This is an optimization exercise on Yosys and OpenROAD, whose aim is small area and a short achievable clock period, not a production implementation. Where RTL was checked, it was by simulation tests only, not by an equivalence proof against the original. No functional check of the RTL was part of runs 4 to 6. Power and IR drop assume default switching activity.

$ cat flow/run.sh
#!/bin/bash
# synth_recipe.tcl (not shown) runs the flow's synth.tcl, then flattens the netlist and writes it again
# the make line also repeats each setting of config.mk as NAME=value (left out here)
make -C /OpenROAD-flow-scripts/flow DESIGN_CONFIG=/design/flow/config.mk WORK_HOME=/design/flow/orfs CLKGATE_MAP_FILE= SYNTH_SCRIPT=/design/flow/synth_recipe.tcl finish
$ cat flow/constraint.sdc
create_clock -name core_clock -period 5.0 [get_ports {clk}]
set_input_delay 1.0000 -clock core_clock [delete_from_list [all_inputs] [get_ports {clk}]]
set_output_delay 1.0000 -clock core_clock [all_outputs]
set_load 0.01 [all_outputs]
$ cat flow/design.v
package usb_fifo_pkg;
  function automatic integer ptr_w(input integer depth);
    ptr_w = $clog2(depth) + 1;
  endfunction
  function automatic integer last_bit(input integer data_w);
    last_bit = data_w;
  endfunction
endpackage
module fifo_nand4 (
  input  logic a, b, c, d,
  output logic y
);
  assign y = ~(a & b & c & d);
endmodule
module fifo_nand2 (
  input  logic a, b,
  output logic y
);
  assign y = ~(a & b);
endmodule
module fifo_nor2 (
  input  logic a, b,
  output logic y
);
  assign y = ~(a | b);
endmodule
module fifo_nand3 (
  input  logic a, b, c,
  output logic y
);
  assign y = ~(a & b & c);
endmodule
module fifo_and_or #(
  parameter int N = 8
) (
  input  logic [N-1:0] s,
  input  logic [N-1:0] d,
  output logic         y
);
  assign y = |(s & d);
endmodule
module fifo_o21ai (
  input  logic a1, a2, b1,
  output logic y
);
  assign y = ~((a1 | a2) & b1);
endmodule
module fifo_gate_row #(
  parameter int N   = 16,
  parameter int K   = 4,
  parameter bit NOR = 1'b0,
  parameter int NG  = (N + K - 1) / K
) (
  input  logic [N-1:0]  a,
  output logic [NG-1:0] y
);
  for (genvar g = 0; g < NG; g++) begin : g_g
    localparam int W = (N - K * g < K) ? N - K * g : K;
    logic [W-1:0] x;
    assign x = a[K*g +: W];
    if (W == 1) begin : g_1
      assign y[g] = ~x[0];
    end else if (NOR) begin : g_nor
      if (W == 2) begin : g_2
        fifo_nor2 u (.a(x[0]), .b(x[1]), .y(y[g]));
      end else begin : g_w
        assign y[g] = ~|x;
      end
    end else begin : g_nand
      if (W == 2) begin : g_2
        fifo_nand2 u (.a(x[0]), .b(x[1]), .y(y[g]));
      end else if (W == 3) begin : g_3
        fifo_nand3 u (.a(x[0]), .b(x[1]), .c(x[2]), .y(y[g]));
      end else begin : g_4
        fifo_nand4 u (.a(x[0]), .b(x[1]), .c(x[2]), .d(x[3]), .y(y[g]));
      end
    end
  end
endmodule
module fifo_rd_bit #(
  parameter int NL = 16,
  parameter int NH = 16
) (
  input  logic [NL-1:0]    lo,
  input  logic [NH-1:0]    hi,
  input  logic [NL*NH-1:0] d,
  output logic             q
);
  localparam int N1 = (NH + 3) / 4;       
  localparam int N2 = (N1 + 1) / 2;       
  logic [NH-1:0] r_n;                     
  logic [N1-1:0] t1;
  logic [N2-1:0] t2;
  for (genvar h = 0; h < NH; h++) begin : g_row
    logic [1:0] p;
    for (genvar j = 0; j < 2; j++) begin : g_p
      fifo_and_or #(.N(NL / 2)) u_a (.s(lo[NL/2*j +: NL/2]), .d(d[NL*h + NL/2*j +: NL/2]), .y(p[j]));
    end
    fifo_o21ai u_h (.a1(p[0]), .a2(p[1]), .b1(hi[h]), .y(r_n[h]));
  end
  fifo_gate_row #(.N(NH), .K(4)) u_t1 (.a(r_n), .y(t1));
  if (N1 == 1) begin : g_q1
    assign q = t1[0];
  end else begin : g_q2
    fifo_gate_row #(.N(N1), .K(2), .NOR(1'b1)) u_t2 (.a(t1), .y(t2));
    if (N2 == 1) begin : g_q3
      assign q = ~t2[0];
    end else begin : g_q4
      fifo_gate_row #(.N(N2), .K(4)) u_t3 (.a(t2), .y(q));
    end
  end
endmodule
module sdp_ram #(
  parameter int WIDTH = 9,
  parameter int DEPTH = 256,
  parameter int NL    = 16,
  parameter int NH    = DEPTH / NL
) (
  input  logic             clk,
  input  logic             we,
  input  logic [NL-1:0]    wlo,
  input  logic [NH-1:0]    whi_n,
  input  logic [WIDTH-1:0] wdata,
  input  logic [NL-1:0]    rlo,
  input  logic [NH-1:0]    rhi,
  output logic [WIDTH-1:0] rdata
);
  logic [WIDTH-1:0] mem [DEPTH];
  logic [NL-1:0]    wlo_n;
  logic [DEPTH-1:0] wsel;
  for (genvar l = 0; l < NL; l++) begin : g_wlo
    fifo_nand2 u (.a(we), .b(wlo[l]), .y(wlo_n[l]));
  end
  for (genvar i = 0; i < DEPTH; i++) begin : g_sel
    fifo_nor2 u_w (.a(wlo_n[i % NL]), .b(whi_n[i / NL]), .y(wsel[i]));
  end
  always_ff @(posedge clk) begin
    for (int i = 0; i < DEPTH; i++) begin
      if (wsel[i]) begin
        mem[i] <= wdata;
      end
    end
  end
  for (genvar b = 0; b < WIDTH; b++) begin : g_rd
    logic [DEPTH-1:0] col;
    for (genvar i = 0; i < DEPTH; i++) begin : g_col
      assign col[i] = mem[i][b];
    end
    fifo_rd_bit #(.NL(NL), .NH(NH)) u (.lo(rlo), .hi(rhi), .d(col), .q(rdata[b]));
  end
endmodule
module usb_pkt_fifo #(
  parameter int DATA_W    = 8,
  parameter int DEPTH     = 256,
  parameter int AFULL_LVL = DEPTH - 8,
  parameter int PKT_W     = 8
) (
  input  logic                     clk,
  input  logic                     rst,
  input  logic                     wr_valid,
  input  logic [DATA_W-1:0]        wr_data,
  input  logic                     wr_last,
  input  logic                     wr_discard,
  output logic                     wr_ready,
  output logic                     wr_afull,
  output logic                     wr_overflow,
  output logic                     rd_valid,
  output logic [DATA_W-1:0]        rd_data,
  output logic                     rd_last,
  input  logic                     rd_ready,
  output logic [$clog2(DEPTH):0]   level,
  output logic [PKT_W-1:0]         pkt_count
);
  localparam int PW = usb_fifo_pkg::ptr_w(DEPTH);
  localparam int AW = PW - 1;
  localparam int EW = ((DATA_W) + 1);
  localparam int LB = usb_fifo_pkg::last_bit(DATA_W);
  localparam int LW = AW / 2;
  localparam int NL = 1 << LW;
  localparam int NH = DEPTH / NL;
  localparam logic [PKT_W-1:0] PKT_MAX = '1;
  logic [AW-1:0] wr_ptr;
  logic [AW-1:0] commit_ptr;
  logic [NL-1:0] rlo;
  logic [NH-1:0] rhi;
  logic [PW-1:0] clevel;
  logic          drop;
  logic          wr_ok;            
  logic          full;
  logic          rewind;
  logic          accept;
  logic          commit;
  logic          rd_fire;
  logic          avail;
  logic          load;
  logic          ovf;
  logic [EW-1:0] ram_q;
  logic [EW-1:0] head_q;
  assign full     = level[PW-1];
  assign wr_ready = !full && !rst;
  assign ovf     = wr_valid && full;
  assign rewind  = wr_discard || (drop && wr_valid && wr_last);
  assign accept  = wr_valid && wr_ok && !wr_discard;
  assign commit  = accept && wr_last;
  assign rd_fire = rd_valid && rd_ready;
  assign avail   = (clevel[PW-1:1] != '0) || (!rd_valid && clevel[0]);
  assign load    = avail && (!rd_valid || rd_ready);
  assign rd_data = head_q[DATA_W-1:0];
  assign rd_last = head_q[LB];
  function automatic logic afull_of(input logic [PW-1:0] v);
    afull_of = v >= PW'(AFULL_LVL);
  endfunction
  logic [PW-1:0] lvl_p1, lvl_m1, clv_m1;
  logic [AW-1:0] wr_ptr_p1;
  logic [PKT_W-1:0] pkt_up, pkt_dn;
  assign lvl_p1    = level + PW'(1);
  assign lvl_m1    = level - PW'(1);
  assign clv_m1    = clevel - PW'(1);
  assign wr_ptr_p1 = wr_ptr + AW'(1);
  assign pkt_up    = (pkt_count != PKT_MAX) ? pkt_count + PKT_W'(1) : pkt_count;
  assign pkt_dn    = (pkt_count != '0) ? pkt_count - PKT_W'(1) : pkt_count;
  logic [PW-1:0] level_nx, clevel_nx;
  logic          afull_nx;
  logic          drop_nx;
  always_comb begin
    if (rewind) begin
      level_nx = rd_fire ? clv_m1 : clevel;
      afull_nx = rd_fire ? afull_of(clv_m1) : afull_of(clevel);
    end else if (accept) begin
      level_nx = rd_fire ? level : lvl_p1;
      afull_nx = rd_fire ? afull_of(level) : afull_of(lvl_p1);
    end else begin
      level_nx = rd_fire ? lvl_m1 : level;
      afull_nx = rd_fire ? afull_of(lvl_m1) : afull_of(level);
    end
    if (commit) clevel_nx = rd_fire ? level : lvl_p1;
    else        clevel_nx = rd_fire ? clv_m1 : clevel;
    drop_nx = rewind ? 1'b0 : (drop || ovf);
  end
  logic [NL-1:0] wlo;
  logic [NH-1:0] whi_n;
  logic [NL-1:0] cp_lo;
  logic [NH-1:0] cp_hi_n;
  always_comb begin
    for (int l = 0; l < NL; l++) cp_lo[l] = (commit_ptr[LW-1:0] == l);
    for (int h = 0; h < NH; h++) cp_hi_n[h] = (commit_ptr[AW-1:LW] != h);
  end
  sdp_ram #(
    .WIDTH (EW),
    .DEPTH (DEPTH),
    .NL    (NL)
  ) u_ram (
    .clk   (clk),
    .we    (!full),
    .wlo   (wlo),
    .whi_n (whi_n),
    .wdata ({wr_last, wr_data}),
    .rlo   (rlo),
    .rhi   (rhi),
    .rdata (ram_q)
  );
  always_ff @(posedge clk) begin
    if (load) begin
      head_q <= ram_q;
    end
  end
  always_ff @(posedge clk) begin
    if (rst) begin
      wr_ptr      <= '0;
      commit_ptr  <= '0;
      wlo         <= {{(NL-1){1'b0}}, 1'b1};
      whi_n       <= {{(NH-1){1'b1}}, 1'b0};
      rlo         <= {{(NL-1){1'b0}}, 1'b1};
      rhi         <= {{(NH-1){1'b0}}, 1'b1};
      level       <= '0;
      clevel      <= '0;
      wr_afull    <= 1'b0;
      drop        <= 1'b0;
      wr_ok       <= 1'b1;
      rd_valid    <= 1'b0;
      wr_overflow <= 1'b0;
      pkt_count   <= '0;
    end else begin
      wr_overflow <= ovf;
      level       <= level_nx;
      clevel      <= clevel_nx;
      wr_afull    <= afull_nx;
      drop        <= drop_nx;
      wr_ok       <= !level_nx[PW-1] && !drop_nx;
      if (rewind) begin
        wr_ptr <= commit_ptr;
        wlo    <= cp_lo;
        whi_n  <= cp_hi_n;
      end else if (accept) begin
        wr_ptr <= wr_ptr_p1;
        wlo    <= {wlo[NL-2:0], wlo[NL-1]};
        if (wlo[NL-1]) begin
          whi_n <= {whi_n[NH-2:0], whi_n[NH-1]};
        end
      end
      if (commit) begin
        commit_ptr <= wr_ptr_p1;
      end
      if (load) begin
        rlo      <= {rlo[NL-2:0], rlo[NL-1]};
        if (rlo[NL-1]) begin
          rhi    <= {rhi[NH-2:0], rhi[NH-1]};
        end
        rd_valid <= 1'b1;
      end else if (rd_fire) begin
        rd_valid <= 1'b0;
      end
      case ({commit, rd_fire && rd_last})
        2'b10:   pkt_count <= pkt_up;
        2'b01:   pkt_count <= pkt_dn;
        default: ;
      endcase
    end
  end
endmodule
$ cat flow/config.mk
export PLATFORM = sky130hd
export DESIGN_NAME = usb_pkt_fifo
export DESIGN_NICKNAME = usb_pkt_fifo
export VERILOG_FILES = /design/flow/design.v
export SDC_FILE = /design/flow/constraint.sdc
export NUM_CORES = 4
export LEC_CHECK = 0
export CAP_MARGIN = 10
export CORE_MARGIN = 2
export CORE_UTILIZATION = 50
export CTS_CLUSTER_DIAMETER = 90
export CTS_CLUSTER_SIZE = 30
export SETUP_SLACK_MARGIN = 2.6
export SLEW_MARGIN = 10
export SYNTH_HIERARCHICAL = 1
export SYNTH_MINIMUM_KEEP_SIZE = 0
==> results of run 1 <==
[cells in the final DEF (no fill, tap or decap), types with 19 or more instances in the layout]
master,instances
buf_16,21
clkbuf_16,102
nand3_1,35
o21ai_1,64
dfxtp_1,76
nand4_1,338
nand2_1,123
mux2i_1,19
dfxtp_4,32
o21ai_2,76
a22oi_1,1085
buf_4,182
a21oi_1,49
buf_12,46
nor2_2,90
a22oi_2,81
buf_8,25
buf_6,35
edfxtp_1,2313
nor2_1,252
xnor2_1,27
[kinds of logic (layout without fill, tap and decap cells)]
family	Yosys count	in the layout	synth area share, %
and+or+nand+nor	929	929	5.24
buffers and inverters	78	516	0.398
other	0	4	0
AOI/OAI and AO/OA	1465	1465	12.0
xor gates and xnor gates	35	35	0.349
DFF	2424	2424	81.6
adders and majority gates	14	14	0.208
muxes	20	20	0.229
[cells in the mapped netlist, drive strengths merged (2+ instances only)]
| cell | n |
|---|---|
| edfxtp | 2313 |
| a22oi | 1166 |
| nor2 | 352 |
| nand4 | 338 |
| o21ai | 162 |
| nand2 | 141 |
| dfxtp | 111 |
| a21oi | 53 |
| clkbuf | 37 |
| nand3 | 36 |
| xnor2 | 27 |
| buf | 21 |
| inv | 20 |
| mux2i | 19 |
| a211oi | 18 |
| a21o | 16 |
| ha | 13 |
| nor2b | 11 |
| nor3 | 11 |
| a221oi | 10 |
| a31oi | 8 |
| xor2 | 8 |
| and3 | 6 |
| nor3b | 6 |
| nor4 | 5 |
| o211ai | 5 |
| a32oi | 4 |
| and2 | 4 |
| nand2b | 4 |
| nand3b | 4 |
| o22ai | 3 |
| a21boi | 2 |
| a221o | 2 |
| a311o | 2 |
| a31o | 2 |
| and3b | 2 |
| and4b | 2 |
| nor4b | 2 |
| o311ai | 2 |
| o31ai | 2 |
| or4 | 2 |
[power breakdown]
part | leakage, nW | internal, mW | switching [mW]
Combinational | 6.16 | 1.17 | 2.32
Sequential | 21.7 | 22.3 | 0.146
Clock | 1.44 | 3.91 | 6.17
Total | 29.3 | 27.4 | 8.63
[stage by stage]
step           util (%)  hold WS [ps]  area (um^2)
2_1_floorplan         -           445        87900
3_3_place_gp       53.2           464        92700
3_5_place_dp       53.2           473        92700
4_1_cts            56.3           490        98100
5_1_grt            56.8           518        99000
6_report           56.8           497        99000
[modules after synthesis, one instance, submodules excluded, a selection]
module        cell area (um^2)  times used  flops+latches
fifo_o21ai                5.00         144              0
fifo_nand4                6.26          36              0
fifo_nor2                 3.75         274              0
fifo_nand2                3.75          25              0
usb_pkt_fifo              6110           1            120
[worst max path at each step]
| stage | start | to | slack, ps |
|---|---|---|---|
| 6_report | rlo[3] | head_q[4] | 2470 |
| 5_1_grt | head_q[8] | rd_last | 2450 |
| 4_1_cts | head_q[8] | rd_last | 2450 |
| 3_5_place_dp | wr_valid | pkt_count[6] | 1020 |
| 3_3_place_gp | wr_valid | pkt_count[6] | 1070 |
| 2_1_floorplan | wr_valid | pkt_count[6] | 2050 |
[sequential cells by signal (all words and copies together) (netlist names)]
name         count
level            9
rlo             16
wlo             16
clevel           9
rhi             16
commit_ptr       8
rd_valid         1
wr_overflow      1
wr_afull         1
pkt_count        8
wr_ok            1
wr_ptr           8
u_ram.mem     2304
drop             1
head_q           9
whi_n           16
[critical path: stages (launching register included)]
cell     delay [ps]
dfxtp_4         390
buf_16          180
buf_6           170
buf_16          150
a22oi_2         180
nand4_1         180
o21ai_2         320
nand4_1         310
nor2_4          290
nand2_1          70
[what timing repair did]
| item | in CTS | in global routing |
|---|---|---|
| pin swaps | 86 | 120 |
| cloned | 14 | 3 |
| resized for setup | 448 | 124 |
| endpoints found under the setup margin | 2395 | 47 |
| hold buffers | 0 | 0 |
| buffers inserted | 79 | 28 |
[final cells by class]
class	instances	area, um^2
clock inverters	33	422
multi-input cells	2463	17100
flip-flops and latches	2424	71800
repair buffers	348	4130
diodes	4	10.0
well taps	2325	2910
fillers	13400	75200
clock buffers	115	2530
inverters	20	85.1
[per-layer routing]
layer  vias up  track usage [%]  part of all wire, %  routed length, um
met1     26900             41.2                   41             106000
met4         9             7.48                  3.1               7910
li1      21700                -                    -                  -
met3       328             4.58                  9.6              24800
met5         -                0                0.037                 95
met2      2680             43.3                   46             119000
==> out/metrics.csv, run 1 <==
metric,value,unit
status,no timing/DRC/antenna violations,
Power Total,36.0,mW
syn nets,4993,
Boundary Pins,44,
clock slew at reported path FFs,120,ps
PnR worst setup slack,2470,ps
core box area,0.174,mm^2
Cells after Synth,4965,
routed length per instance,33.3,um
area growth from synthesis to layout,12.7,%
Setup crit end kind,register,
DR pass1 iterations,6,
Setup CP Type,register to register,
Post-DRT Antenna Nets,0,
Rows,153,
"Slew Viols, Final",0,
DRC,0,
initial DRC count,7723,
"Seq/Total Area, Yosys",81.6,%
fin nets,5382,
largest net degree at the start of global routing,157,
Die Ht,423,um
Hold Path End,wlo[8],
VDD IR max,0.320,mV
ys flop type,edfxtp_1,
Final Wtd Congestion,0.842,
Crit Path Max Fanout,8,
vias in the first global route,48300,
dpl hpwl,142,mm
"top cells by area, synth","edfxtp_1 79%, a22oi_1 10%, dfxtp_1 2.5%",
"area leader, netlist",edfxtp_1,
Die X,423,um
Setup WS pre-CTS,1020,ps
CTS tree,done,
FF-to-FF End,head_q[4],
hold_sp,wlo[7],
Tmin final,2530,ps
Sink Count,2424,
Synth cell types,66,
RSZ-0062 raised after global routing,yes,
Global Route Usage Sum,27.9,%
clock latency (worst-skew pair),780,ps
Max clock buf depth,3,
Hold Path Class,register to register,
total number of vias,51600,
initial antenna violation count,8,
final hold violation count,0,
deepest level of the CTS H-tree,3,
worst r2r path cells,9,
"FF+latch count, synth",2424,
Final Non-Filler Cells,7732,
Setup TNS,0,ps
Mapped Area,0.0878,mm^2
routed wire length,258,mm
dpl cells,7456,
Worst Skew,44.3,ps
Mean Syn Cell Area,17.7,um^2
Worst slew margin,12.5,%
total CTS buffers,97,
leakage,29.3,nW
R2R Path Start,rlo[3],
Max-Cap Viols,0,
Worst-Margin Slew,1310,ps
f_max,395,MHz
GRT overflow,0,
Final Setup Violations,0,
top-area cell type share of the netlist area,79.1,%
I/O Buffers,43,
worst reg-to-reg setup slack,2470,ps
first-pass GRT wire length,359,mm
Power Density,364,mW/mm^2
startpoint types,register,
Initial Utilization,50.4,%
Die ar.,0.179,mm^2
Final period util,50.6,%
CP required,5540,ps
share of cells above drive strength 1,15.4,%
clk root buf,clkbuf_16,
Via density,6.67,
Async SR Flop Fraction,0,%
WHS Path Cells,2,
Synthesis Warnings,9,
Post-synth EDFFs,2313,
Worst EP arrival,3070,ps
==> run 2: changes to the inputs <==
--- a/flow/config.mk
+++ b/flow/config.mk
@@ -9,5 +9,5 @@
 export CORE_MARGIN = 2
 export CORE_UTILIZATION = 50
-export CTS_CLUSTER_DIAMETER = 90
+export CTS_CLUSTER_DIAMETER = 100
 export CTS_CLUSTER_SIZE = 30
 export SETUP_SLACK_MARGIN = 2.6
==> run 2 against run 1 <==
  * Combinational power about the same
  * Sequential share of layout area grew 0.46 points
  * Clock skew fell by 1.2 ps
  * Flip-flop and latch count unchanged
  * Critical path depth is the same
  * Area after synthesis did not move
  * Largest power group unchanged
==> out/metrics.csv, run 2 <==
metric,value,unit,change
status,no timing/DRC/antenna violations,,unchanged
fin util,56.5,%,was 56.8%
top-area cell type share of the netlist area,79.1,%,unchanged
"FF+latch count, synth",2424,,unchanged
VDD IR max,0.237,mV,was 0.320 mV
Die ar.,0.179,mm^2,unchanged
"Slew Viols, Final",0,,unchanged
Final period util,50.4,%,was 50.6%
Worst-Margin Slew,1240,ps,was 1310 ps
CTS tree,done,,unchanged
initial antenna violation count,4,,was 8
Post-synth EDFFs,2313,,unchanged
Async SR Flop Fraction,0,%,unchanged
Final Wtd Congestion,0.842,,unchanged
clock slew at reported path FFs,110,ps,was 120 ps
f_max,397,MHz,was 395 MHz
routed wire length,257,mm,was 258 mm
GR met3 Demand/Resource,3.87,%,was 4.58%
total number of vias,51500,,was 51.6k
DRC,0,,unchanged
syn nets,4993,,unchanged
I/O Buffers,43,,unchanged
Cells after Synth,4965,,unchanged
Max clock buf depth,3,,unchanged
Initial Utilization,50.4,%,unchanged
Sink Count,2424,,unchanged
cts hold-fix bufs,0,,unchanged
final hold violation count,0,,unchanged
clk root buf,clkbuf_16,,unchanged
Worst EP arrival,3040,ps,was 3070 ps
Synthesis Warnings,9,,unchanged
met2 Use GR,43.0,%,was 43.3%
Worst slew margin,17.5,%,was 12.5%
Via density,6.67,,about the same
"area leader, netlist",edfxtp_1,,unchanged
Final Setup Violations,0,,unchanged
RSZ-0062 raised after global routing,yes,,unchanged
Boundary Pins,44,,unchanged
core box area,0.174,mm^2,unchanged
met1 Usage GRT,41.7,%,was 41.2%
Global Route Usage Sum,27.9,%,about the same
startpoint types,register,,unchanged
deepest level of the CTS H-tree,3,,unchanged
clock latency (worst-skew pair),760,ps,was 780 ps
Die Ht,423,um,unchanged
Worst Skew,43.1,ps,was 44.3 ps
"commonest non-fill, non-tap cell in the layout",edfxtp_1,,unchanged
fin nets,5369,,was 5382
largest net degree at the start of global routing,157,,unchanged
GRT overflow,0,,unchanged
leakage,29.1,nW,was 29.3 nW
max reg flops,2304,,unchanged
Post-DRT Antenna Nets,0,,unchanged
Crit Path Max Fanout,8,,unchanged
first-pass GRT wire length,359,mm,about the same
initial DRC count,7674,,was 7723
Synth cell types,66,,unchanged
busiest layer in global routing,met2,,unchanged
vias in the first global route,48300,,about the same
CP required,5520,ps,was 5540 ps
Mapped Area,0.0878,mm^2,unchanged
worst reg-to-reg setup slack,2480,ps,was 2470 ps
cell with the most instances after synthesis,edfxtp_1,,unchanged
Power Density,359,mW/mm^2,was 364 mW/mm^2
"Seq/Total Area, Yosys",81.6,%,unchanged
Setup TNS,0,ps,unchanged
area growth from synthesis to layout,12.0,%,was 12.7%
DR pass1 iterations,5,,was 6
most frequent cells in the layout,"2313 x edfxtp_1, 1113 x a22oi_1, 338 x nand4_1",,"was 2313 x edfxtp_1, 1085 x a22oi_1, 338 x nand4_1"
share of cells above drive strength 1,13.9,%,was 15.4%
Top reg by flops,u_ram.mem,,unchanged
total CTS buffers,91,,was 97
top post-synthesis cells by count,"2313 x edfxtp_1, 1166 x a22oi_1, 352 x nor2_1, 338 x nand4_1, 145 x o21ai_1",,unchanged
Hold Path Class,register to register,,unchanged
routed length per instance,33.3,um,about the same
"top cells by area, synth","edfxtp_1 79%, a22oi_1 10%, dfxtp_1 2.5%",,unchanged
dpl hpwl,142,mm,unchanged
Max-Cap Viols,0,,unchanged
Tmin final,2520,ps,was 2530 ps
Die X,423,um,unchanged
Mean Syn Cell Area,17.7,um^2,unchanged
Setup crit end kind,register,,unchanged
Setup CP Type,register to register,,unchanged
ys flop type,edfxtp_1,,unchanged
Rows,153,,unchanged
[run 2: cell types whose count changed in the layout (fill, tap and decap cells not counted), sizes merged]
cell | previous run | this run
clkdlybuf4s15 | 8 | 14
diode | 4 | 3
inv | 36 | 23
clkbuf | 123 | 142
clkinvlp | 3 | 2
buf | 326 | 315
bufbuf | 6 | 7
bufinv | 3 | 0
clkinv | 11 | 0
[run 2: per-stage QoR]
| step | hold slack, ps | total power, mW | worst slack (ps) | instances | area, um^2 |
|---|---|---|---|---|---|
| after floorplan | 445 | 24.2 | 2050 | 4965 | 87900 |
| after global placement | 464 | 25.6 | 1070 | 7456 | 92700 |
| after detailed placement | 473 | 25.7 | 1020 | 7456 | 92700 |
| after CTS | 488 | 35.3 | 2480 | 7695 | 97700 |
| after global routing | 520 | 36.2 | 2470 | 7716 | 98400 |
| final | 496 | 35.3 | 2480 | 7718 | 98400 |
[run 2: cell families (layout without fill, tap and decap cells)]
group	after synthesis	after routing	synth area share, %
DFF	2424	2424	81.6
AOI/OAI and AO/OA	1465	1465	12.0
and+or+nand+nor	929	929	5.24
buffers and inverters	78	503	0.398
xor gates and xnor gates	35	35	0.349
muxes	20	20	0.229
adders and majority gates	14	14	0.208
other	0	3	0
[run 2: where the power goes]
part	switching, mW	internal (mW)	leakage, nW
clock	5.87	3.52	1.23
sequential	0.146	22.3	21.7
combinational	2.31	1.17	6.11
[run 2: critical path: stages (launching register included)]
cell and delay, ps:
dfxtp_4 380, buf_16 180, buf_16 210, buf_6 150
a22oi_2 210, nand4_1 210, o21ai_2 310, nand4_1 290
nor2_1 180, nand2_1 80
[run 2: layout make-up]
class / instances / area [um^2]
tap: 2325 / 2910
sequential: 2424 / 71800
clock buffer: 137 / 2490
clock inverter: 5 / 57.6
inverter: 20 / 87.6
fill: 13500 / 75800
timing repair buffer: 341 / 4070
antenna: 3 / 7.51
multi-input combinational: 2463 / 17000
[run 2: per-module statistics from Yosys (local to each module, per instance), a selection]
module        cells inside  times used
fifo_nand2               1          25
usb_pkt_fifo           742           1
fifo_o21ai               1         144
fifo_nor2                1         274
fifo_nand4               1          36
[run 2: repair_timing]
action	4_1_cts	5_1_grt
endpoints found under the setup margin	2395	42
pin swaps	69	76
setup buffers	83	18
gates cloned	14	2
resized for setup	410	96
[run 2: final timing paths]
kind / from / endpoint / cells past startpoint
worst min-delay path: wlo[2] / wlo[3] / 2
worst max register to register: rlo[3] / head_q[0] / 9
worst min register to register: wlo[2] / wlo[3] / 2
worst max-delay path: rlo[3] / head_q[0] / 9
[run 2: routing by layer]
layer  part of all wire (%)  vias up
met4                    3.2        2
met1                     41    26800
met2                     46     2687
li1                       -    21600
met3                    9.4      350
met5                 0.0035        -
==> run 3: changes to the inputs <==
==> flow/flow/run.sh (new file) <==
#!/bin/bash
# The standard layout (the standard.sh, all steps), except that the port
# buffers are plain sky130_fd_sc_hd__buf_4 cells rather than the delay cells
# buffer_ports picks by default, so that repair can size them on the I/O paths.
set -euo pipefail
export BUFFER_PORTS_ARGS="-buffer_cell sky130_fd_sc_hd__buf_4"
bash standard.sh > standard.log 2>&1
==> flow/standard.sh (new file) <==
#!/bin/bash
# synth_recipe.tcl (not shown) runs the flow's synth.tcl, then flattens the netlist and writes it again
# the make line also repeats each setting of config.mk as NAME=value (left out here)
make -C /OpenROAD-flow-scripts/flow DESIGN_CONFIG=/design/flow/config.mk WORK_HOME=/design/flow/orfs CLKGATE_MAP_FILE= SYNTH_SCRIPT=/design/flow/synth_recipe.tcl "${@:-finish}"
--- a/flow/config.mk
+++ b/flow/config.mk
@@ -6,11 +6,11 @@
 export NUM_CORES = 4
 export LEC_CHECK = 0
-export CAP_MARGIN = 10
+export CAP_MARGIN = 20
 export CORE_MARGIN = 2
 export CORE_UTILIZATION = 50
-export CTS_CLUSTER_DIAMETER = 100
+export CTS_CLUSTER_DIAMETER = 90
 export CTS_CLUSTER_SIZE = 30
 export SETUP_SLACK_MARGIN = 2.6
-export SLEW_MARGIN = 10
+export SLEW_MARGIN = 20
 export SYNTH_HIERARCHICAL = 1
 export SYNTH_MINIMUM_KEEP_SIZE = 0
removed: flow/run.sh
==> run 3 against run 2 <==
  * Clock skew up 12 ps
  * Non-clock buffer count is 59 lower
  * Routed wire length up 3.6%
  * Sequential power barely moved
  * Critical path depth shrank 1
  * Final area increased by 0.33%
  * Register-to-register slack got worse by 70 ps
  * Critical endpoint is now head_q[6]
  * Largest power group unchanged
  * Fmax fell by 2.8%
==> out/metrics.csv, run 3 <==
metric,value,unit,change
Synth cell types,66,,unchanged
Synth Area in Simple Gates,5.24,%,unchanged
"commonest non-fill, non-tap cell in the layout",edfxtp_1,,unchanged
"top cells by area, synth","edfxtp_1 79%, a22oi_1 10%, dfxtp_1 2.5%",,unchanged
Via density,6.77,,was 6.67
ys flop type,edfxtp_1,,unchanged
Sink Count,2424,,unchanged
Worst Skew,54.9,ps,was 43.1 ps
worst r2r path cells,8,,was 9
dpl hpwl,149,mm,was 142 mm
complex-gate fraction of the synthesized area,12.0,%,unchanged
routed wire length,266,mm,was 257 mm
cell with the most instances after synthesis,edfxtp_1,,unchanged
Final Setup Violations,0,,unchanged
f_max,385,MHz,was 397 MHz
dpl cells,7393,,was 7456
Hold Path End,wlo[14],,was wlo[3]
most frequent cells in the layout,"2313 x edfxtp_1, 1057 x a22oi_1, 338 x nand4_1",,"was 2313 x edfxtp_1, 1113 x a22oi_1, 338 x nand4_1"
share of cells above drive strength 1,14.0,%,was 13.9%
Setup WS pre-CTS,1610,ps,was 1020 ps
Crit Path Max Fanout,18,,was 8
Setup TNS,0,ps,unchanged
"FF+latch count, synth",2424,,unchanged
Global Route Usage Sum,28.7,%,was 27.9%
first-pass GRT wire length,366,mm,was 359 mm
clock latency (worst-skew pair),770,ps,was 760 ps
Max-Cap Viols,0,,unchanged
busiest layer in global routing,met2,,unchanged
met2 Use GR,43.2,%,was 43.0%
Boundary Pins,44,,unchanged
routed length per instance,34.6,um,was 33.3 um
deepest level of the CTS H-tree,3,,unchanged
VDD IR max,0.255,mV,was 0.237 mV
CP required,5520,ps,about the same
WHS Path Cells,2,,unchanged
total number of vias,52000,,was 51.5k
area growth from synthesis to layout,12.4,%,was 12.0%
largest family of logic cells by synthesized area,compound AO/OA/AOI/OAI gates,,unchanged
Rows,153,,unchanged
max reg flops,2304,,unchanged
Synthesis Warnings,9,,unchanged
cts hold-fix bufs,0,,unchanged
CTS tree,done,,unchanged
Max clock buf depth,3,,unchanged
R2R Path Start,rlo[10],,was rlo[3]
Finished Cell Area,0.0987,mm^2,was 0.0984 mm^2
Adder-Cell Fraction of Synth Area,0.208,%,unchanged
Post-DRT Antenna Nets,0,,unchanged
PnR worst setup slack,2410,ps,was 2480 ps
Setup CP Type,register to register,,unchanged
Async SR Flop Fraction,0,%,unchanged
Initial Utilization,50.4,%,unchanged
Die ar.,0.179,mm^2,unchanged
largest net degree at the start of global routing,131,,was 157
worst reg-to-reg setup slack,2410,ps,was 2480 ps
top-area cell type share of the netlist area,79.1,%,unchanged
Die Ht,423,um,unchanged
Hold Path Class,register to register,,unchanged
FF-to-FF End,head_q[6],,was head_q[0]
Cells after Synth,4965,,unchanged
clk root buf,clkbuf_16,,unchanged
"Slew Viols, Final",0,,unchanged
startpoint types,register,,unchanged
DRC,0,,unchanged
clock slew at reported path FFs,120,ps,was 110 ps
initial DRC count,8973,,was 7674
GRT overflow,0,,unchanged
DR pass1 iterations,6,,was 5
Final period util,51.9,%,was 50.4%
Final Non-Filler Cells,7684,,was 7718
Mean Syn Cell Area,17.7,um^2,unchanged
final hold violation count,0,,unchanged
fin util,56.7,%,was 56.5%
Worst-Margin Slew,1230,ps,was 1240 ps
Tmin final,2590,ps,was 2520 ps
Power Total,36.1,mW,was 35.3 mW
Worst EP arrival,3110,ps,was 3040 ps
worst hold margin,502,ps,was 496 ps
"Seq/Total Area, Yosys",81.6,%,unchanged
Die X,423,um,unchanged
Final Wtd Congestion,0.886,,was 0.842
Worst slew margin,18.0,%,was 17.5%
Mapped Area,0.0878,mm^2,unchanged
DP Area,0.0921,mm^2,was 0.0927 mm^2
post-synthesis mux area share,0.229,%,unchanged
xor and xnor area share after synthesis,0.349,%,unchanged
status,no timing/DRC/antenna violations,,unchanged
met1 Usage GRT,42.8,%,was 41.7%
"area leader, netlist",edfxtp_1,,unchanged
Top reg by flops,u_ram.mem,,unchanged
GR met3 Demand/Resource,4.83,%,was 3.87%
total CTS buffers,96,,was 91
vias in the first global route,48600,,was 48.3k
top post-synthesis cells by count,"2313 x edfxtp_1, 1166 x a22oi_1, 352 x nor2_1, 338 x nand4_1, 145 x o21ai_1",,unchanged
I/O Buffers,43,,unchanged
Post-synth EDFFs,2313,,unchanged
core box area,0.174,mm^2,unchanged
Setup crit end kind,register,,unchanged
leakage,29.0,nW,was 29.1 nW
Power Density,366,mW/mm^2,was 359 mW/mm^2
RSZ-0062 raised after global routing,yes,,unchanged
syn nets,4993,,unchanged
initial antenna violation count,9,,was 4
fin nets,5315,,was 5369
hold_sp,wlo[13],,was wlo[2]
-- run 3: cell counts after synthesis --
Identical to the previous run, type by type.
-- run 3: power by group --
part	switching, mW	internal (mW)	total, mW
sequential	0.248	22.3	22.6
combinational	2.24	1.12	3.36
clock	6.06	4.10	10.2
total	8.54	27.5	36.1
-- run 3: modules after synthesis (local to each module, per instance), a selection --
module / copies in the design / area (um^2) / flip-flops and latches
usb_pkt_fifo: 1 / 6110 / 120
fifo_nand2: 25 / 3.75 / 0
fifo_o21ai: 144 / 5.00 / 0
fifo_nor2: 274 / 3.75 / 0
fifo_nand4: 36 / 6.26 / 0
-- run 3: critical path, cell delays in order, from the launching register on --
cell	delay [ps]
dfxtp_4	410
buf_12	150
buf_6	160
a22oi_1	290
nand4_1	260
o21ai_2	290
nand4_1	380
nor2_2	300
nand2_1	80
-- run 3: kinds of logic after synthesis --
kind of cell,count (synthesis)
simple gates,929
fa+ha+maj,14
flops,2424
mux,20
buf+inv,78
xor+xnor,35
compound gates,1465
-- run 3: worst max path at each step --
stage               start           end  slack, ps  cells past startpoint
3_5_place_dp   wr_discard  pkt_count[6]       1610                     12
4_1_cts         head_q[2]    rd_data[2]       2390                      1
3_3_place_gp   wr_discard  pkt_count[6]       1570                     12
6_report          rlo[10]     head_q[6]       2410                      8
5_1_grt         head_q[2]    rd_data[2]       2420                      1
2_1_floorplan    wr_valid  pkt_count[6]       2050                     12
-- run 3: area by class of cell --
type                    count  area, um^2
flip-flops and latches   2424       71800
clock inverters            26         377
clock buffers             142        2670
well taps                2325        2910
inverters                  20        90.1
fillers                 13300       75500
multi-input cells        2463       17100
diodes                      2        5.00
repair buffers            282        3740
-- run 3: per-layer routing --
layer  part of all wire, %  routed length (um)
met1                    40              105000
met2                    46              122000
met3                    11               29300
met4                   3.6                9630
met5                0.0071                  19
-- run 3: timing repair --
action | 4_1_cts | 5_1_grt
pin swaps | 65 | 141
endpoints found under the setup margin | 2358 | 178
setup buffers | 75 | 31
cloned | 5 | 10
gates resized for setup | 231 | 186
==> run 4: changes to the inputs <==
--- a/flow/design.v
+++ b/flow/design.v
@@ -80,7 +80,8 @@
 module fifo_rd_bit #(
   parameter int NL = 16,
-  parameter int NH = 16
+  parameter int NH = 16,
+  parameter int NK = 4                    
 ) (
-  input  logic [NL-1:0]    lo,
+  input  logic [NK*NL-1:0] lo,
   input  logic [NH-1:0]    hi,
   input  logic [NL*NH-1:0] d,
@@ -95,5 +96,9 @@
     logic [1:0] p;
     for (genvar j = 0; j < 2; j++) begin : g_p
-      fifo_and_or #(.N(NL / 2)) u_a (.s(lo[NL/2*j +: NL/2]), .d(d[NL*h + NL/2*j +: NL/2]), .y(p[j]));
+      fifo_and_or #(.N(NL / 2)) u_a (
+        .s (lo[NL * (h / (NH / NK)) + NL/2*j +: NL/2]),
+        .d (d[NL*h + NL/2*j +: NL/2]),
+        .y (p[j])
+      );
     end
     fifo_o21ai u_h (.a1(p[0]), .a2(p[1]), .b1(hi[h]), .y(r_n[h]));
@@ -115,5 +120,6 @@
   parameter int DEPTH = 256,
   parameter int NL    = 16,
-  parameter int NH    = DEPTH / NL
+  parameter int NH    = DEPTH / NL,
+  parameter int NK    = 4
 ) (
   input  logic             clk,
@@ -122,5 +128,5 @@
   input  logic [NH-1:0]    whi_n,
   input  logic [WIDTH-1:0] wdata,
-  input  logic [NL-1:0]    rlo,
+  input  logic [NK*NL-1:0] rlo,
   input  logic [NH-1:0]    rhi,
   output logic [WIDTH-1:0] rdata
@@ -147,5 +153,5 @@
       assign col[i] = mem[i][b];
     end
-    fifo_rd_bit #(.NL(NL), .NH(NH)) u (.lo(rlo), .hi(rhi), .d(col), .q(rdata[b]));
+    fifo_rd_bit #(.NL(NL), .NH(NH), .NK(NK)) u (.lo(rlo), .hi(rhi), .d(col), .q(rdata[b]));
   end
 endmodule
@@ -182,6 +188,11 @@
   logic [AW-1:0] wr_ptr;
   logic [AW-1:0] commit_ptr;
-  logic [NL-1:0] rlo;
+  localparam int NK = 4;
+  logic [NL-1:0] rlo [NK];
   logic [NH-1:0] rhi;
+  logic [NK*NL-1:0] rlo_all;
+  for (genvar k = 0; k < NK; k++) begin : g_rlo
+    assign rlo_all[NL*k +: NL] = rlo[k];
+  end
   logic [PW-1:0] clevel;
   logic          drop;
@@ -249,12 +260,13 @@
     .WIDTH (EW),
     .DEPTH (DEPTH),
-    .NL    (NL)
+    .NL    (NL),
+    .NK    (NK)
   ) u_ram (
     .clk   (clk),
-    .we    (!full),
+    .we    (accept),
     .wlo   (wlo),
     .whi_n (whi_n),
     .wdata ({wr_last, wr_data}),
-    .rlo   (rlo),
+    .rlo   (rlo_all),
     .rhi   (rhi),
     .rdata (ram_q)
@@ -271,5 +283,5 @@
       wlo         <= {{(NL-1){1'b0}}, 1'b1};
       whi_n       <= {{(NH-1){1'b1}}, 1'b0};
-      rlo         <= {{(NL-1){1'b0}}, 1'b1};
+      for (int k = 0; k < NK; k++) rlo[k] <= {{(NL-1){1'b0}}, 1'b1};
       rhi         <= {{(NH-1){1'b0}}, 1'b1};
       level       <= '0;
@@ -303,6 +315,6 @@
       end
       if (load) begin
-        rlo      <= {rlo[NL-2:0], rlo[NL-1]};
-        if (rlo[NL-1]) begin
+        for (int k = 0; k < NK; k++) rlo[k] <= {rlo[k][NL-2:0], rlo[k][NL-1]};
+        if (rlo[0][NL-1]) begin
           rhi    <= {rhi[NH-2:0], rhi[NH-1]};
         end
==> flow/run.sh (new file) <==
#!/bin/bash
# synth_recipe.tcl (not shown) runs the flow's synth.tcl, then flattens the netlist and writes it again
# the make line also repeats each setting of config.mk as NAME=value (left out here)
make -C /OpenROAD-flow-scripts/flow DESIGN_CONFIG=/design/flow/config.mk WORK_HOME=/design/flow/orfs CLKGATE_MAP_FILE= SYNTH_SCRIPT=/design/flow/synth_recipe.tcl finish
--- a/flow/config.mk
+++ b/flow/config.mk
@@ -11,5 +11,5 @@
 export CTS_CLUSTER_DIAMETER = 90
 export CTS_CLUSTER_SIZE = 30
-export SETUP_SLACK_MARGIN = 2.6
+export SETUP_SLACK_MARGIN = 2.5
 export SLEW_MARGIN = 20
 export SYNTH_HIERARCHICAL = 1
removed: flow/flow/run.sh
removed: flow/standard.sh
==> run 4 against run 3 <==
  * Still clean
  * Worst setup slack better by 19 ps
  * Fmax grew 0.73%
  * Via count fell by 2.1%
  * First-iteration DRC count fell by 22%
  * Count of clock-buffer cells in the layout is 10 lower
  * Routed wire length fell by 9.6%
  * Clock skew fell by 8.1 ps
  * Highest routed layer is now met4
==> out/metrics.csv, run 4 <==
metric,value,unit,change
routed wire length,241,mm,was 266 mm
"Slew Viols, Final",0,,unchanged
Hold Path Class,register to register,,unchanged
final hold violation count,0,,unchanged
Post-DRT Antenna Nets,0,,unchanged
clock slew at reported path FFs,100,ps,was 120 ps
Synth cell types,61,,was 66
"FF+latch count, synth",2472,,was 2424
Worst slew margin,25.1,%,was 18.0%
cell with the most instances after synthesis,edfxtp_1,,unchanged
dpl hpwl,148,mm,was 149 mm
CP Launch Point,rlo[1][10],,was rlo[10]
hold_sp,rlo[1][3],,was wlo[13]
sequential fraction of design power,63.9,%,was 62.5%
f_max,388,MHz,was 385 MHz
Final Setup Violations,0,,unchanged
switching share of power,23.6,%,was 23.7%
Worst Skew,46.8,ps,was 54.9 ps
Boundary Pins,44,,unchanged
Mean Syn Cell Area,17.2,um^2,was 17.7 um^2
Via density,6.51,,was 6.77
Rows,155,,was 153
CP required,5490,ps,was 5520 ps
Max clock buf depth,3,,unchanged
top-area cell type share of the netlist area,77.8,%,was 79.1%
Final period util,51.5,%,was 51.9%
R2R Path Start,rlo[1][10],,was rlo[10]
routed length per instance,30.8,um,was 34.6 um
Mapped Area,0.0893,mm^2,was 0.0878 mm^2
Tmin final,2580,ps,was 2590 ps
clock latency (worst-skew pair),770,ps,about the same
DP Area,0.0948,mm^2,was 0.0921 mm^2
initial DRC count,7006,,was 8973
clock network power share,27.7,%,was 28.2%
fin util,55.5,%,was 56.7%
startpoint types,register,,unchanged
core box area,0.178,mm^2,was 0.174 mm^2
"top cells by area, synth","edfxtp_1 78%, a22oi_1 9.7%, dfxtp_1 3.6%",,"was edfxtp_1 79%, a22oi_1 10%, dfxtp_1 2.5%"
Cells after Synth,5178,,was 4965
I/O Buffers,43,,unchanged
Worst EP arrival,3070,ps,was 3110 ps
ys flop type,edfxtp_1,,unchanged
GRT overflow,0,,unchanged
Synthesis Warnings,10,,was 9
total CTS buffers,97,,was 96
"area leader, netlist",edfxtp_1,,unchanged
Global Route Usage Sum,26.1,%,was 28.7%
share of cells above drive strength 1,13.4,%,was 14.0%
syn nets,5206,,was 4993
status,no timing/DRC/antenna violations,,unchanged
Finished Cell Area,0.0989,mm^2,was 0.0987 mm^2
fin nets,5429,,was 5315
VDD IR max,0.303,mV,was 0.255 mV
Crit Path Max Fanout,27,,was 18
Top reg by flops,u_ram.mem,,unchanged
first-pass GRT wire length,343,mm,was 366 mm
cts hold-fix bufs,0,,unchanged
total number of vias,50900,,was 52.0k
Int Pwr,27.5,mW,about the same
max reg flops,2304,,unchanged
Max-Cap Viols,0,,unchanged
Setup CP Type,register to register,,unchanged
"Seq/Total Area, Yosys",81.3,%,was 81.6%
vias in the first global route,48200,,was 48.6k
Sink Count,2472,,was 2424
Die ar.,0.182,mm^2,was 0.179 mm^2
Setup crit end kind,register,,unchanged
initial antenna violation count,3,,was 9
Top Registers,"u_ram.mem (2304), rlo (64)",,
switching power,8.48,mW,was 8.54 mW
RSZ-0062 raised after global routing,yes,,unchanged
"commonest non-fill, non-tap cell in the layout",edfxtp_1,,unchanged
combinational power share,8.5,%,was 9.3%
CTS tree,done,,unchanged
Worst-Margin Slew,1120,ps,was 1230 ps
Setup TNS,0,ps,unchanged
Post-synth EDFFs,2313,,unchanged
DR pass1 iterations,7,,was 6
DRC,0,,unchanged
Power Density,364,mW/mm^2,was 366 mW/mm^2
largest net degree at the start of global routing,104,,was 131
top post-synthesis cells by count,"2313 x edfxtp_1, 1156 x a22oi_1, 358 x nor2_1, 337 x nand4_1, 250 x nand2_1",,"was 2313 x edfxtp_1, 1166 x a22oi_1, 352 x nor2_1, 338 x nand4_1, 145 x o21ai_1"
Die X,427,um,was 423 um
Initial Utilization,50.2,%,was 50.4%
clk root buf,clkbuf_16,,unchanged
Die Ht,427,um,was 423 um
area growth from synthesis to layout,10.7,%,was 12.4%
Final Wtd Congestion,0.910,,was 0.886
leakage,28.6,nW,was 29.0 nW
most frequent cells in the layout,"2313 x edfxtp_1, 1139 x a22oi_1, 337 x nand4_1",,"was 2313 x edfxtp_1, 1057 x a22oi_1, 338 x nand4_1"
deepest level of the CTS H-tree,3,,unchanged
Async SR Flop Fraction,0,%,unchanged
## run 4: power groups by stage
stage	registers (mW)	clock network (mW)	logic [mW]
floorplan	23.5	0	1.31
global placement	23.4	0	2.95
detailed placement	23.4	0	2.98
CTS	23.0	10.1	3.01
global route	23.0	10.8	3.25
finish	23.0	9.94	3.05
## run 4: logic make-up after synthesis
| kind of cell | share of synthesized area (%) |
|---|---|
| flops | 81.3 |
| compound gates | 12.0 |
| mux | 0.0574 |
| fa+ha+maj | 0.205 |
| buf+inv | 0.437 |
| simple gates | 5.65 |
| xor+xnor | 0.294 |
## run 4: per-stage QoR
step           total power, mW  cells  setup WS (ps)  hold WS (ps)
2_1_floorplan             24.8   5178           2050           445
3_3_place_gp              26.4   7632            737           445
5_1_grt                   37.0   7811           2440           454
4_1_cts                   36.1   7802           2500           449
6_report                  35.9   7812           2420           470
3_5_place_dp              26.4   7632            730           454
## run 4: worst paths after layout
check	to	slack (ps)	cells past startpoint
setup / recovery	head_q[8]	2420	7
hold reg to reg	rlo[1][3]	470	2
setup reg to reg	head_q[8]	2420	7
hold / removal	rlo[1][3]	470	2
## run 4: final cells by class
type | count | area, um^2
Fill cell | 13800 | 79100
Inverter | 15 | 71.3
Antenna cell | 2 | 5.00
Clock inverter | 21 | 244
Timing Repair Buffer | 199 | 1970
Sequential cell | 2472 | 72800
Clock buffer | 132 | 2650
Tap cell | 2355 | 2950
Multi-Input combinational cell | 2616 | 18200
## run 4: layer usage
| layer | up-vias | share of wire, % | track usage (%) |
|---|---|---|---|
| li1 | 22000 | - | - |
| met3 | 322 | 7.6 | 3.99 |
| met2 | 2283 | 46 | 40.3 |
| met4 | 0 | 3.5 | 8.02 |
| met1 | 26300 | 43 | 38.4 |
| met5 | - | 0 | 0 |
## run 4: worst max-delay path, cell delays in order (launching register included)
cell and delay [ps]:
dfxtp_1 460, buf_4 310, a22oi_1 290, nand4_1 230, o21ai_1 370, nand4_1 370
nor2_1 190, nand2_1 80
## run 4: modules after synthesis (local to each module, per instance), excerpt
module,cells,flip-flops and latches
fifo_nor2,1,0
usb_pkt_fifo,955,168
fifo_nand2,1,0
fifo_nand4,1,0
fifo_o21ai,1,0
## run 4: timing repair
item,4_1_cts,5_1_grt
gates cloned,2,0
endpoints found under the setup margin,2442,463
setup buffers,15,8
resized for setup,245,88
pin swaps,30,37
==> run 5: changes to the inputs <==
--- a/flow/config.mk
+++ b/flow/config.mk
@@ -11,5 +11,5 @@
 export CTS_CLUSTER_DIAMETER = 90
 export CTS_CLUSTER_SIZE = 30
-export SETUP_SLACK_MARGIN = 2.5
+export SETUP_SLACK_MARGIN = 2.7
 export SLEW_MARGIN = 20
 export SYNTH_HIERARCHICAL = 1
==> run 5 against run 4 <==
  * Final area up 3.2%
  * Count of clock-buffer cells in the layout up 30
  * Area after synthesis stayed put
  * Register-to-register slack better by 50 ps
  * Clock power barely moved
  * Worst setup slack improved by 48 ps
  * Final cell count grew 2.6%
  * Largest cell class unchanged
==> out/metrics.csv, run 5 <==
metric,value,unit,change
GR met3 Demand/Resource,4.86,%,was 3.99%
deepest level of the CTS H-tree,3,,unchanged
CTS tree,done,,unchanged
Post-synth EDFFs,2313,,unchanged
"area leader, netlist",edfxtp_1,,unchanged
largest family of logic cells by synthesized area,compound AO/OA/AOI/OAI gates,,unchanged
Max clock buf depth,3,,unchanged
clock latency (worst-skew pair),750,ps,was 770 ps
total number of vias,52500,,was 50.9k
Final Non-Filler Cells,8013,,was 7812
Top reg by flops,u_ram.mem,,unchanged
syn nets,5206,,unchanged
Die ar.,0.182,mm^2,unchanged
largest net degree at the start of global routing,116,,was 104
Setup crit end kind,register,,unchanged
cts hold-fix bufs,0,,unchanged
Via density,6.55,,was 6.51
Worst slew margin,20.3,%,was 25.1%
"Slew Viols, Final",0,,unchanged
fin util,57.3,%,was 55.5%
dpl hpwl,155,mm,was 148 mm
Final Wtd Congestion,1.01,,was 0.910
routed length per instance,32.0,um,was 30.8 um
Initial Utilization,50.2,%,unchanged
busiest layer in global routing,met2,,unchanged
Boundary Pins,44,,unchanged
DRC,0,,unchanged
VDD IR max,0.282,mV,was 0.303 mV
Power Total,36.7,mW,was 35.9 mW
Setup CP Type,register to register,,unchanged
Synth cell types,61,,unchanged
Worst Skew,28.2,ps,was 46.8 ps
cell with the most instances after synthesis,edfxtp_1,,unchanged
fin nets,5601,,was 5429
clk root buf,clkbuf_16,,unchanged
Rows,155,,unchanged
Synth Area in Simple Gates,5.65,%,unchanged
Synthesis Warnings,10,,unchanged
vias in the first global route,49400,,was 48.2k
Worst-Margin Slew,1200,ps,was 1120 ps
Mean Syn Cell Area,17.2,um^2,unchanged
Final Setup Violations,0,,unchanged
Tmin final,2530,ps,was 2580 ps
share of cells above drive strength 1,19.9,%,was 13.4%
final hold violation count,0,,unchanged
routed wire length,256,mm,was 241 mm
worst hold margin,486,ps,was 470 ps
Adder-Cell Fraction of Synth Area,0.205,%,unchanged
Top Registers,"u_ram.mem (2304), rlo (64)",,unchanged
total CTS buffers,96,,was 97
Crit Path Max Fanout,10,,was 27
GRT overflow,0,,unchanged
area growth from synthesis to layout,14.3,%,was 10.7%
leakage,29.9,nW,was 28.6 nW
DR pass1 iterations,8,,was 7
top-area cell type share of the netlist area,77.8,%,unchanged
initial DRC count,7329,,was 7006
Hold Path Class,input port to register,,was register to register
Sink Count,2472,,unchanged
f_max,396,MHz,was 388 MHz
Global Route Usage Sum,27.3,%,was 26.1%
"commonest non-fill, non-tap cell in the layout",edfxtp_1,,unchanged
core box area,0.178,mm^2,unchanged
Max-Cap Viols,0,,unchanged
CP top delay family,simple AND/OR/NAND/NOR gates,,unchanged
Power Density,360,mW/mm^2,was 364 mW/mm^2
initial antenna violation count,3,,unchanged
max reg flops,2304,,unchanged
I/O Buffers,43,,unchanged
status,no timing/DRC/antenna violations,,unchanged
CP required,5510,ps,was 5490 ps
CP max-delay cell,dfxtp_4,,was dfxtp_1
Cells after Synth,5178,,unchanged
dpl cells,7689,,was 7632
Worst EP arrival,3040,ps,was 3070 ps
top post-synthesis cells by count,"2313 x edfxtp_1, 1156 x a22oi_1, 358 x nor2_1, 337 x nand4_1, 250 x nand2_1",,unchanged
Die X,427,um,unchanged
Mapped Area,0.0893,mm^2,unchanged
Final period util,50.6,%,was 51.5%
"top cells by area, synth","edfxtp_1 78%, a22oi_1 9.7%, dfxtp_1 3.6%",,unchanged
first-pass GRT wire length,356,mm,was 343 mm
Crit path top cell by count,nand4_1,,unchanged
ys flop type,edfxtp_1,,unchanged
RSZ-0062 raised after global routing,yes,,unchanged
Setup TNS,0,ps,unchanged
most frequent cells in the layout,"2313 x edfxtp_1, 997 x a22oi_1, 337 x nand4_1",,"was 2313 x edfxtp_1, 1139 x a22oi_1, 337 x nand4_1"
met1 Usage GRT,39.6,%,was 38.4%
"FF+latch count, synth",2472,,unchanged
complex-gate fraction of the synthesized area,12.0,%,unchanged
startpoint types,register,,unchanged
post-synthesis mux area share,0.0574,%,unchanged
Post-DRT Antenna Nets,0,,unchanged
"Seq/Total Area, Yosys",81.3,%,unchanged
Async SR Flop Fraction,0,%,unchanged
met2 Use GR,42.6,%,was 40.3%
sum of buffers and inverters on the critical path,2,,was 1
CP max stage delay,370,ps,was 460 ps
critical-path cell list,buf_12 > buf_6 > a22oi_1 > nand4_1 > o21ai_1 > nand4_1 > nor2_4 > nand2_1,,was buf_4 > a22oi_1 > nand4_1 > o21ai_1 > nand4_1 > nor2_1 > nand2_1
xor and xnor area share after synthesis,0.294,%,unchanged
clock slew at reported path FFs,110,ps,was 100 ps
Die Ht,427,um,unchanged
-- run 5: cells by family (layout without fill, tap and decap cells) --
kind of cell / after synthesis / after routing
and+or+nand+nor: 1056 / 1059
AOI/OAI and AO/OA: 1510 / 1510
buffers and inverters: 91 / 565
DFF: 2472 / 2472
other: 0 / 3
muxes: 5 / 5
adders and majority gates: 14 / 14
xor gates and xnor gates: 30 / 30
-- run 5: worst register-to-register path: cells and delay by family, from the launching register on --
| kind | cells | cell delay [ps] |
|---|---|---|
| flip-flops | 1 | 370 |
| AND/OR/NAND/NOR | 4 | 940 |
| buffers and inverters | 2 | 310 |
| AO/OA/AOI/OAI | 2 | 680 |
-- run 5: metal layers --
layer | vias up | share of wire (%)
met5 | - | 0
met4 | 0 | 2.8
met3 | 280 | 9.0
met2 | 2617 | 47
met1 | 27200 | 41
li1 | 22400 | -
-- run 5: final timing paths --
path | startpoint | to | cells after the start | slack (ps)
hold / removal | rst | rlo[3][7] | 2 | 490
setup reg to reg | rlo[2][5] | head_q[8] | 8 | 2470
hold reg to reg | rlo[3][7] | rlo[3][7] | 2 | 500
setup / recovery | rlo[2][5] | head_q[8] | 8 | 2470
-- run 5: timing repair --
action	CTS	global route
gates cloned	9	7
setup endpoints to repair	2504	380
pin swaps	141	174
setup buffers	74	51
resized for setup	660	191
-- run 5: area by class of cell --
cell class                 instances  area [um^2]
fill                           13500        76000
sequential                      2472        72900
multi-input combinational       2618        19100
timing repair buffer             369         4020
tap                             2355         2950
clock buffer                     162         2760
clock inverter                    18          190
inverter                          15         90.1
timing repair inverter             1         16.3
antenna                            3         7.51
-- run 5: power breakdown --
part / total [mW] / switching, mW / internal (mW) / leakage (nW)
clock network: 10.0 / 6.11 / 3.90 / 1.41
registers: 22.9 / 0.223 / 22.7 / 22.1
logic: 3.78 / 2.56 / 1.22 / 6.32
-- run 5: modules after synthesis (local to each module, per instance), excerpt --
module	cells inside	copies in the design	flops+latches
fifo_nand2	1	25	0
fifo_nand4	1	36	0
fifo_nor2	1	274	0
fifo_o21ai	1	144	0
usb_pkt_fifo	955	1	168
-- run 5: metrics by stage --
step | instance area [um^2] | setup slack [ps]
final | 102000 | 2470
after global routing | 102000 | 2450
after detailed placement | 95300 | 774
after CTS | 101000 | 2380
after global placement | 95300 | 866
after floorplan | 90500 | 2060
==> run 6: changes to the inputs <==
--- a/flow/design.v
+++ b/flow/design.v
@@ -264,5 +264,5 @@
   ) u_ram (
     .clk   (clk),
-    .we    (accept),
+    .we    (!full),
     .wlo   (wlo),
     .whi_n (whi_n),
--- a/flow/config.mk
+++ b/flow/config.mk
@@ -11,5 +11,5 @@
 export CTS_CLUSTER_DIAMETER = 90
 export CTS_CLUSTER_SIZE = 30
-export SETUP_SLACK_MARGIN = 2.7
+export SETUP_SLACK_MARGIN = 2.6
 export SLEW_MARGIN = 20
 export SYNTH_HIERARCHICAL = 1
==> run 6 against run 5 <==
  * Utilization decreased by 0.76 points
  * Critical path type is now input port to output pin
  * Count of clock-buffer cells in the layout decreased by 5
  * First-iteration DRC count increased by 2.7%
  * Clock power about the same
  * Global-route usage decreased by 0.82 points
==> out/metrics.csv, run 6 <==
metric,value,unit,change
startpoint types,input port,,was register
"Seq/Total Area, Yosys",81.2,%,was 81.3%
met1 wire length,103,mm,was 106 mm
f_max,392,MHz,was 396 MHz
VDD IR max,0.303,mV,was 0.282 mV
Via density,6.57,,was 6.55
Rows,155,,unchanged
Setup crit end kind,output pin,,was register
Die X,427,um,about the same
clock latency (worst-skew pair),760,ps,was 750 ps
Final Wtd Congestion,0.893,,was 1.01
status,no timing/DRC/antenna violations,,unchanged
Post-DRT Antenna Nets,0,,unchanged
max reg flops,2304,,unchanged
share of cells above drive strength 1,16.1,%,was 19.9%
leakage,29.7,nW,was 29.9 nW
top post-synthesis cells by count,"2313 x edfxtp_1, 1160 x a22oi_1, 351 x nor2_1, 338 x nand4_1, 252 x nand2_1",,"was 2313 x edfxtp_1, 1156 x a22oi_1, 358 x nor2_1, 337 x nand4_1, 250 x nand2_1"
"FF+latch count, synth",2472,,unchanged
first-pass GRT wire length,350,mm,was 356 mm
initial DRC count,7526,,was 7329
Cells after Synth,5197,,was 5178
DRC,0,,unchanged
GRT overflow,0,,unchanged
RSZ-0062 raised after global routing,yes,,unchanged
R2R Path Start,rlo[1][13],,was rlo[2][5]
Die Ht,427,um,about the same
most frequent cells in the layout,"2313 x edfxtp_1, 1055 x a22oi_1, 338 x nand4_1",,"was 2313 x edfxtp_1, 997 x a22oi_1, 337 x nand4_1"
Final Setup Violations,0,,unchanged
Top reg by flops,u_ram.mem,,unchanged
CTS tree,done,,unchanged
Worst slew margin,16.4,%,was 20.3%
met2 WL post-DR,119,mm,was 121 mm
Synth cell types,67,,was 61
Worst Setup EP,wr_ready,,was head_q[8]
total number of vias,52600,,was 52.5k
worst r2r path cells,7,,was 8
I/O Buffers,43,,unchanged
Global Route Usage Sum,26.5,%,was 27.3%
Tmin final,2550,ps,was 2530 ps
core box area,0.178,mm^2,unchanged
Sink Count,2472,,unchanged
fin util,56.6,%,was 57.3%
dpl hpwl,145,mm,was 155 mm
FF-to-FF End,head_q[3],,was head_q[8]
routed length per instance,31.3,um,was 32.0 um
Top Registers,"u_ram.mem (2304), rlo (64)",,unchanged
Initial Utilization,50.2,%,about the same
Setup CP Type,input port to output pin,,was register to register
initial antenna violation count,9,,was 3
largest net degree at the start of global routing,174,,was 116
Worst Skew,29.8,ps,was 28.2 ps
Worst EP arrival,1550,ps,was 3040 ps
clock slew at reported path FFs,120,ps,was 110 ps
Boundary Pins,44,,unchanged
Mapped Area,0.0894,mm^2,was 0.0893 mm^2
Setup TNS,0,ps,unchanged
Top Layer Used,met5,,was met4
Synthesis Warnings,10,,unchanged
"Slew Viols, Final",0,,unchanged
CP Launch Point,rst,,was rlo[2][5]
met3 WL post-DR,20.9,mm,was 23.0 mm
Final period util,51.1,%,was 50.6%
top-area cell type share of the netlist area,77.7,%,was 77.8%
Mean Syn Cell Area,17.2,um^2,about the same
area growth from synthesis to layout,12.6,%,was 14.3%
Post-synth EDFFs,2313,,unchanged
vias in the first global route,49200,,was 49.4k
DR pass1 iterations,6,,was 8
Die ar.,0.182,mm^2,about the same
Max-Cap Viols,0,,unchanged
Crit Path Max Fanout,43,,was 10
syn nets,5225,,was 5206
"area leader, netlist",edfxtp_1,,unchanged
final hold violation count,0,,unchanged
CP required,4000,ps,was 5510 ps
fin nets,5596,,was 5601
total CTS buffers,95,,was 96
Power Density,361,mW/mm^2,was 360 mW/mm^2
worst reg-to-reg setup slack,2470,ps,about the same
Worst-Margin Slew,1250,ps,was 1200 ps
Hold Path Class,register to register,,was input port to register
Max clock buf depth,3,,unchanged
"top cells by area, synth","edfxtp_1 78%, a22oi_1 9.7%, dfxtp_1 3.6%",,unchanged
cts hold-fix bufs,0,,unchanged
clk root buf,clkbuf_16,,unchanged
cell with the most instances after synthesis,edfxtp_1,,unchanged
routed wire length,250,mm,was 256 mm
ys flop type,edfxtp_1,,unchanged
"commonest non-fill, non-tap cell in the layout",edfxtp_1,,unchanged
deepest level of the CTS H-tree,3,,unchanged
Async SR Flop Fraction,0,%,unchanged
## run 6: cell count changes in the layout (fill, tap and decap cells not counted), sizes merged, moves of 5 or more
cell and delta:
a21oi +10, a221oi -6, buf -30, bufbuf +6
clkinv -5, nand3 +15, nor2 -9, nor3 -5
## run 6: cell type report
class                           count  area [um^2]
Fill cell                       13700        77300
Antenna cell                        2         5.00
Sequential cell                  2472        72900
Multi-Input combinational cell   2634        18000
Tap cell                         2355         2950
Clock inverter                     14          171
Inverter                           13         72.6
Timing Repair Buffer              350         3910
Timing Repair inverter              2         17.5
Clock buffer                      157         2680
## run 6: power by group
group / leakage, nW / internal [mW] / total [mW] / switching [mW]
Sequential: 22.1 / 22.7 / 22.9 / 0.179
Combinational: 6.17 / 1.14 / 3.55 / 2.41
Clock: 1.36 / 3.80 / 9.89 / 6.09
## run 6: how the worst min path moves through the flow
stage / end / depth (start not counted) / start
after floorplan: wlo[8] / 2 / wlo[7]
after global placement: rlo[3][12] / 2 / rlo[3][12]
after detailed placement: rlo[3][12] / 2 / rlo[3][12]
after CTS: rlo[3][12] / 2 / rlo[3][12]
after global routing: wlo[9] / 2 / wlo[8]
final: wlo[8] / 2 / wlo[7]
## run 6: cells by family (layout without fill, tap and decap cells)
kind of cell / after synthesis / in the layout / synth area share (%)
xor gates and xnor gates: 31 / 31 / 0.304
DFF: 2472 / 2472 / 81.2
AOI/OAI and AO/OA: 1517 / 1517 / 12.0
and+or+nand+nor: 1061 / 1063 / 5.69
adders and majority gates: 14 / 14 / 0.204
other: 0 / 2 / 0
muxes: 9 / 9 / 0.118
buffers and inverters: 93 / 536 / 0.441
## run 6: metal layers
metal	up-vias	track usage [%]
met2	2406	41.7
met1	27500	38.6
li1	22400	-
met3	296	3.67
met5	-	0
met4	6	8.05
## run 6: repair_timing
| item | CTS | global route |
|---|---|---|
| resized for setup | 665 | 180 |
| cloned | 9 | 11 |
| endpoints found under the setup margin | 2283 | 1331 |
| pin swaps | 118 | 136 |
| setup buffers | 104 | 58 |
## run 6: worst max-delay path, stage by stage
cell and delay, ps:
buf_8 280, nor2_4 90, buf_6 130
## run 6: through the flow
| stage | cells | setup WS (ps) | total power, mW | area [um^2] | hold slack [ps] |
|---|---|---|---|---|---|
| 4_1_cts | 7928 | 2420 | 36.1 | 99200 | 473 |
| 3_3_place_gp | 7644 | 1020 | 26.2 | 93700 | 438 |
| 2_1_floorplan | 5197 | 2070 | 24.7 | 89600 | 445 |
| 5_1_grt | 7999 | 2430 | 37.3 | 101000 | 524 |
| 6_report | 7999 | 2450 | 36.3 | 101000 | 493 |
| 3_5_place_dp | 7644 | 940 | 26.3 | 93700 | 446 |
## run 6: per-module statistics from Yosys (local to each module, per instance), excerpt
module	flops+latches	cells
fifo_nand2	0	1
fifo_nand4	0	1
fifo_nor2	0	1
fifo_o21ai	0	1
usb_pkt_fifo	168	974

-- what the ideal ports hide --
No port has a modelled driver above. Below, the same layouts with a new extraction and two added sets of constraints. Step 1 sets driving cells, clkbuf_16 on the clock port and buf_2 on the other inputs (assumed; they add their load-dependent delay and slew). Step 2, shift: input delay + t, output delay - t, t = (earliest + latest rising clock arrival at the registers) / 2. This alone moves slack from input paths to output paths. Three values: ideal, step 1, step 2; two values: the first two.
run | t (ns) | setup WS [ns] | worst register clock-pin slew, ns
run 1 | 0.848 | 2.470 / 2.413 / 1.876 | 0.12 / 0.12
run 2 | 0.824 | 2.479 / 2.422 / 1.900 | 0.12 / 0.12
run 3 | 0.828 | 2.406 / 2.341 / 1.854 | 0.12 / 0.12
run 4 | 0.843 | 2.424 / 2.424 / 1.848 | 0.12 / 0.12
run 5 | 0.833 | 2.472 / 2.308 / 1.746 | 0.12 / 0.12
run 6 | 0.835 | 2.447 / 2.383 / 1.664 | 0.12 / 0.12
After both steps every run listed still meets setup and hold. For run 6, which loses most, drivers alone change the setup slack by -0.064 ns; drivers and shift together by -0.783 ns.
